Source: an optimization exercise on an open RTL-to-GDS flow (aim: small area). Production flows keep margins and buffers that such runs may drop.
The RTL was checked by simulation tests, not by an equivalence proof against the original design.

==> flow/design.v (excerpt) <==
module hsv_to_rgb_converter_unit (
  input  wire logic                                 clk,
  input  wire logic                                 rst,
  input  wire logic                                 in_valid,
  output logic                                      in_stall,
  input  wire logic [hsv2rgb_pkg::HUE_BITS-1:0]     hue,
  input  wire logic [hsv2rgb_pkg::CHAN_BITS-1:0]    saturation,
  input  wire logic [hsv2rgb_pkg::CHAN_BITS-1:0]    value,
  output logic                                      out_valid,
  input  wire logic                                 out_stall,
  output logic [hsv2rgb_pkg::CHAN_BITS-1:0]         red,
  output logic [hsv2rgb_pkg::CHAN_BITS-1:0]         green,
  output logic [hsv2rgb_pkg::CHAN_BITS-1:0]         blue,
  output logic [3*hsv2rgb_pkg::CHAN_BITS-1:0]       packed_color
);
==> flow/config.mk <==
export PLATFORM = sky130hd
export DESIGN_NAME = hsv_to_rgb_converter_unit
export DESIGN_NICKNAME = hsv_to_rgb_converter_unit
export VERILOG_FILES = /design/flow/design.v
export SDC_FILE = /design/flow/constraint.sdc
export NUM_CORES = 4
export LEC_CHECK = 0
export ABC_AREA = 1
export CAP_MARGIN = 20
export CORE_MARGIN = 2
export CORE_UTILIZATION = 65
export CTS_BUF_LIST = sky130_fd_sc_hd__clkbuf_2 sky130_fd_sc_hd__clkbuf_4 sky130_fd_sc_hd__clkbuf_8
export SLEW_MARGIN = 20
==> flow/constraint.sdc <==
create_clock -name core_clock -period 7.5 [get_ports {clk}]
set_input_delay 1.5000 -clock core_clock [delete_from_list [all_inputs] [get_ports {clk}]]
set_output_delay 1.5000 -clock core_clock [all_outputs]
set_load 0.01 [all_outputs]
standard.sh (not shown) runs the stock make flow with config.mk's settings and CLKGATE_MAP_FILE= SYNTH_SCRIPT=/design/flow/synth_recipe.tcl, a recipe that flattens the netlist after the stock synthesis.
==> flow/flow/run.sh <==
#!/bin/bash
# Layout flow: the standard flow with two changes to synthesis and one
# to placement.
#  - Synthesis: Yosys's synth runs without its quick ABC pass (-noabc), so
#    the full adders written in the RTL reach extract_fa without inverted
#    polarities, and the final ABC mapping uses flow/area.abc (area-oriented
#    mapping). Registers, their names and cell types are unchanged.
#  - Ports are buffered with sky130_fd_sc_hd__buf_1, and the buffers that
#    synthesis puts between outputs sharing a net are buf_1 too.
# Each tool's output goes to the ORFS logs under orfs/logs; make's output to
# standard.log.
set -euo pipefail
WORK=$PWD
FLOW=$WORK/flow
{
  echo 'proc synth {args} { yosys synth -nofsm -noshare -noabc {*}$args }'
  echo 'proc abc {args} {'
  echo '  set i [lsearch $args -script]'
  echo "  if { \$i >= 0 } { set args [lreplace \$args \$i [expr {\$i + 1}] -script $FLOW/area.abc] }"
  echo '  yosys abc {*}$args'
  echo '}'
  tail -n +2 synth_recipe.tcl
} > my_synth.tcl
bash standard.sh SYNTH_SCRIPT=$WORK/my_synth.tcl \
  "BUFFER_PORTS_ARGS=-buffer_cell sky130_fd_sc_hd__buf_1" \
  "MIN_BUF_CELL_AND_PORTS=sky130_fd_sc_hd__buf_1 A X" finish > standard.log 2>&1
==> flow/flow/area.abc <==
strash
dch -f
amap
topo
The baseline completed with no timing, DRC or antenna violations.
Edit:
CORE_UTILIZATION = 70   (was 65)
Outcome: The changed run passed the timing, DRC and antenna checks; utilization is higher by 5.2 points; hold slack gains 0.0082 ns.
Edit:
CORE_UTILIZATION = 65   (was 70)
CTS_BUF_LIST = sky130_fd_sc_hd__clkbuf_4   (was sky130_fd_sc_hd__clkbuf_2 sky130_fd_sc_hd__clkbuf_4 sky130_fd_sc_hd__clkbuf_8)
Final cell count grows by 2.1%.
Clock-buffer cell count does not change.
Die area went up by 7.4%.
Routed wire length is lower by 4.7%.
Cell area drops by 1.3%.
Worst setup slack gains 0.051 ns.
Register-to-register slack gets better by 0.05 ns.
Edit:
==> flow/flow/area.abc (replaced) <==
strash
dch -f
amap
topo
strash
dch -f
amap
topo
CTS_BUF_LIST = sky130_fd_sc_hd__clkbuf_2 sky130_fd_sc_hd__clkbuf_4 sky130_fd_sc_hd__clkbuf_8   (was sky130_fd_sc_hd__clkbuf_4)
Non-clock buffer count goes down by 1.
Via count came out lower by 1.2%.
First-iteration DRC count goes down by 13%.

hsv_to_rgb_converter_unit, a different RTL version from the one above (not shown whole).
Size in the first run: about 910 cells after synthesis, ~67 flip-flops, roughly 79 I/O pins, roughly 8500 µm² of cells after synthesis.
// hsv_to_rgb_converter_unit
module hsv_to_rgb_converter_unit (
  input  wire logic                                 clk,
  input  wire logic                                 rst,
  input  wire logic                                 in_valid,
  output logic                                      in_stall,
  input  wire logic [hsv2rgb_pkg::HUE_BITS-1:0]     hue,
  input  wire logic [hsv2rgb_pkg::CHAN_BITS-1:0]    saturation,
  input  wire logic [hsv2rgb_pkg::CHAN_BITS-1:0]    value,
  output logic                                      out_valid,
  input  wire logic                                 out_stall,
  output logic [hsv2rgb_pkg::CHAN_BITS-1:0]         red,
  output logic [hsv2rgb_pkg::CHAN_BITS-1:0]         green,
  output logic [hsv2rgb_pkg::CHAN_BITS-1:0]         blue,
  output logic [3*hsv2rgb_pkg::CHAN_BITS-1:0]       packed_color
);
clock: 7.5 ns
lec_check: 0
abc_area: 1
cap_margin: 20
core_margin: 2
core_utilization: 70
cts_buf_list: sky130_fd_sc_hd__clkbuf_2 sky130_fd_sc_hd__clkbuf_4 sky130_fd_sc_hd__clkbuf_8
slew_margin: 20
==> flow/flow/area.abc <==
strash
dch -f
amap
topo
Scripts as last shown in full above: flow/flow/run.sh
The baseline ran to the end with no violations.
Change:
CORE_UTILIZATION = 75   (was 70)
PLACE_DENSITY = 0.8   (was not set)
Fmax goes down by 0.84%.
Synthesized cell count is unchanged.
Die area goes down by 6.4%.
Clock-buffer cell count is unchanged.
Routed wire length goes up by 11%.
Global-route usage goes up by 5.0 points.
Worst setup slack is worse by 0.061 ns.
Non-clock buffer count goes up by 1.
Change:
==> flow/flow/area.abc (replaced) <==
strash
dch -f
amap
topo
strash
dch -f
amap
topo
PLACE_DENSITY = not set   (was 0.8)
With this change the flow ran to the end with violations: negative setup slack.
Worst setup slack is worse by 0.42 ns.
Routed wire length grows by about 6%.
Die area goes down by about 0.7%.
Critical path depth climbs by 1.
Sequential share of layout area drops by 0.12 points.
Utilization came out higher by 0.85 points.
Count of clock-buffer cells in the layout stays the same.
Cell count fell by 0.43%.
Fmax is lower by about 5.5%.
Via count came out higher by about 2%.

tundra:
Starting RTL as in the previous note.
export LEC_CHECK = 0
export ABC_AREA = 1
export CAP_MARGIN = 20
export CORE_MARGIN = 2
export CORE_UTILIZATION = 75
export CTS_BUF_LIST = sky130_fd_sc_hd__clkbuf_2 sky130_fd_sc_hd__clkbuf_4 sky130_fd_sc_hd__clkbuf_8
export SLEW_MARGIN = 20
create_clock -name core_clock -period 7.5 [get_ports {clk}]
==> flow/flow/area.abc <==
strash
dch -f
amap
topo
Scripts as last shown in full above: flow/flow/run.sh
Inputs modified between tundra and amber:
-- flow/config.mk --
<<< tundra, line 9
export CAP_MARGIN = 20
export CORE_MARGIN = 2
export CORE_UTILIZATION = 75
export CTS_BUF_LIST = sky130_fd_sc_hd__clkbuf_2 sky130_fd_sc_hd__clkbuf_4 sky130_fd_sc_hd__clkbuf_8
export SLEW_MARGIN = 20
>>> amber, line 9
export CAP_MARGIN = 20
export CORE_MARGIN = 2
export CORE_UTILIZATION = 85
export CTS_BUF_LIST = sky130_fd_sc_hd__clkbuf_2 sky130_fd_sc_hd__clkbuf_4 sky130_fd_sc_hd__clkbuf_8
export SLEW_MARGIN = 20
### Flow results
amber never completed, since it errored out during 5_1_grt.
amber vs tundra, placed wire-length estimate after detailed placement went up by 2500 um.
amber vs. tundra: compound-cell area share of the yosys netlist did not really move; placer congestion estimate went up; post-detailed-placement cell area did not really move; die outline width went down.
Worst-case setup slack after placement: amber < tundra
Comparing tundra against amber, there is no change at all in synthesized cell count.
Delta (amber minus tundra): number of distinct library cell variants in the gate-level netlist after synthesis neither gained nor lost much, post-cts repair resize count picked up an extra 20, starting utilization of the core area picked up an extra 9.6 points.
Modified inputs, violet compared to amber
==> flow/config.mk <==
export PLATFORM = sky130hd
export DESIGN_NAME = hsv_to_rgb_converter_unit
export DESIGN_NICKNAME = hsv_to_rgb_converter_unit
export VERILOG_FILES = /design/flow/design.v
export SDC_FILE = /design/flow/constraint.sdc
export NUM_CORES = 4
export LEC_CHECK = 0
export ABC_AREA = 1
export CAP_MARGIN = 0
export CORE_MARGIN = 2
export CORE_UTILIZATION = 75
export CTS_BUF_LIST = sky130_fd_sc_hd__clkbuf_2 sky130_fd_sc_hd__clkbuf_4 sky130_fd_sc_hd__clkbuf_8
export SLEW_MARGIN = 0
==> comparison <==
- ~same area after synthesis in amber and violet
- Die boundary height: violet vs amber up about 6%
- Re clock net sink count: no difference whatsoever between amber and violet.
- amber → violet: proportion of register bits with asynchronous set or reset after synthesis has remained practically unchanged, half-perimeter wire length after detailed placement down 13%, starting density of the core lost 9.6 points, worst setup slack after placement went up 190 ps.
- Between amber and violet, the net count after synthesis figures differ only marginally.
- Taking amber over violet, the width of the chip ratio works out to 0.942.
- Both conditions hold for violet: the flow ran to the end and the final layout passed the timing, DRC and antenna checks.
--- input diff violet..sierra ---
==> flow/config.mk <==
export PLATFORM = sky130hd
export DESIGN_NAME = hsv_to_rgb_converter_unit
export DESIGN_NICKNAME = hsv_to_rgb_converter_unit
export VERILOG_FILES = /design/flow/design.v
export SDC_FILE = /design/flow/constraint.sdc
export NUM_CORES = 4
export LEC_CHECK = 0
export ABC_AREA = 1
export CAP_MARGIN = 20
export CORE_MARGIN = 2
export CORE_UTILIZATION = 80
export CTS_BUF_LIST = sky130_fd_sc_hd__clkbuf_2 sky130_fd_sc_hd__clkbuf_4 sky130_fd_sc_hd__clkbuf_8
export SLEW_MARGIN = 20
--- outcome ---
sierra did not finish: a tool error stopped it during 5_1_grt. Per the comparison of sierra with violet, number of resized instances in the post-cts repair step went up by 14, number of H-tree levels neither gained nor lost much, number of input and output port buffers inserted held. Detailed placer's ending HPWL | sierra above violet. Post-CTS repair timing setup buffer count is higher on sierra. On instance area after placement, violet tracks sierra almost exactly.

==> port drivers added, routing unchanged <==
The flow's constraints put no driver on any port. The routed layouts listed below were extracted and timed again, unchanged, in two steps.
Step 1 sets driving cells, clkbuf_16 on the clock port and buf_2 on the other inputs (assumed; they add their load-dependent delay and slew).
Step 2 times the ports against the registers' clock, not the clock port: input delays grow and output delays shrink by t, the midpoint of the rising clock arrivals with the driver on.
Three values: no drivers, after step 1, after step 2; two values: the first two.
| run | t, ns | slack for setup (ns) | latest minus earliest clock arrival (ns) | pins driven straight from the clock port |
|---|---|---|---|---|
| the first run of note 1 | 0.388 | 0.297 / 0.297 / 0.044 | 0.009 / 0.009 | 1 |
| the second run of note 1 | 0.385 | 0.237 / 0.237 / -0.030 | 0.008 / 0.008 | 1 |
| the third run of note 1 | 0.454 | 0.287 / 0.287 / 0.031 | 0.016 / 0.016 | 1 |
| the fourth run of note 1 | 0.382 | 0.391 / 0.391 / 0.118 | 0.012 / 0.012 | 1 |
| the first run of note 2 | 0.396 | 0.353 / 0.353 / 0.052 | 0.016 / 0.016 | 1 |
| the second run of note 2 | 0.393 | 0.293 / 0.293 / 0.065 | 0.014 / 0.014 | 1 |
| the third run of note 2 | 0.404 | -0.123 / -0.123 / -0.123 | 0.016 / 0.016 | 1 |
| tundra | 0.393 | 0.293 / 0.293 / 0.065 | 0.014 / 0.014 | 1 |
| violet | 0.393 | 0.293 / 0.293 / 0.065 | 0.014 / 0.014 | 1 |
With both steps, setup timing fails in the second run of note 1, where it was met with ideal ports. For the first run of note 2, which loses most, drivers alone change the setup slack by 0.000 ns; drivers and shift together by -0.301 ns.
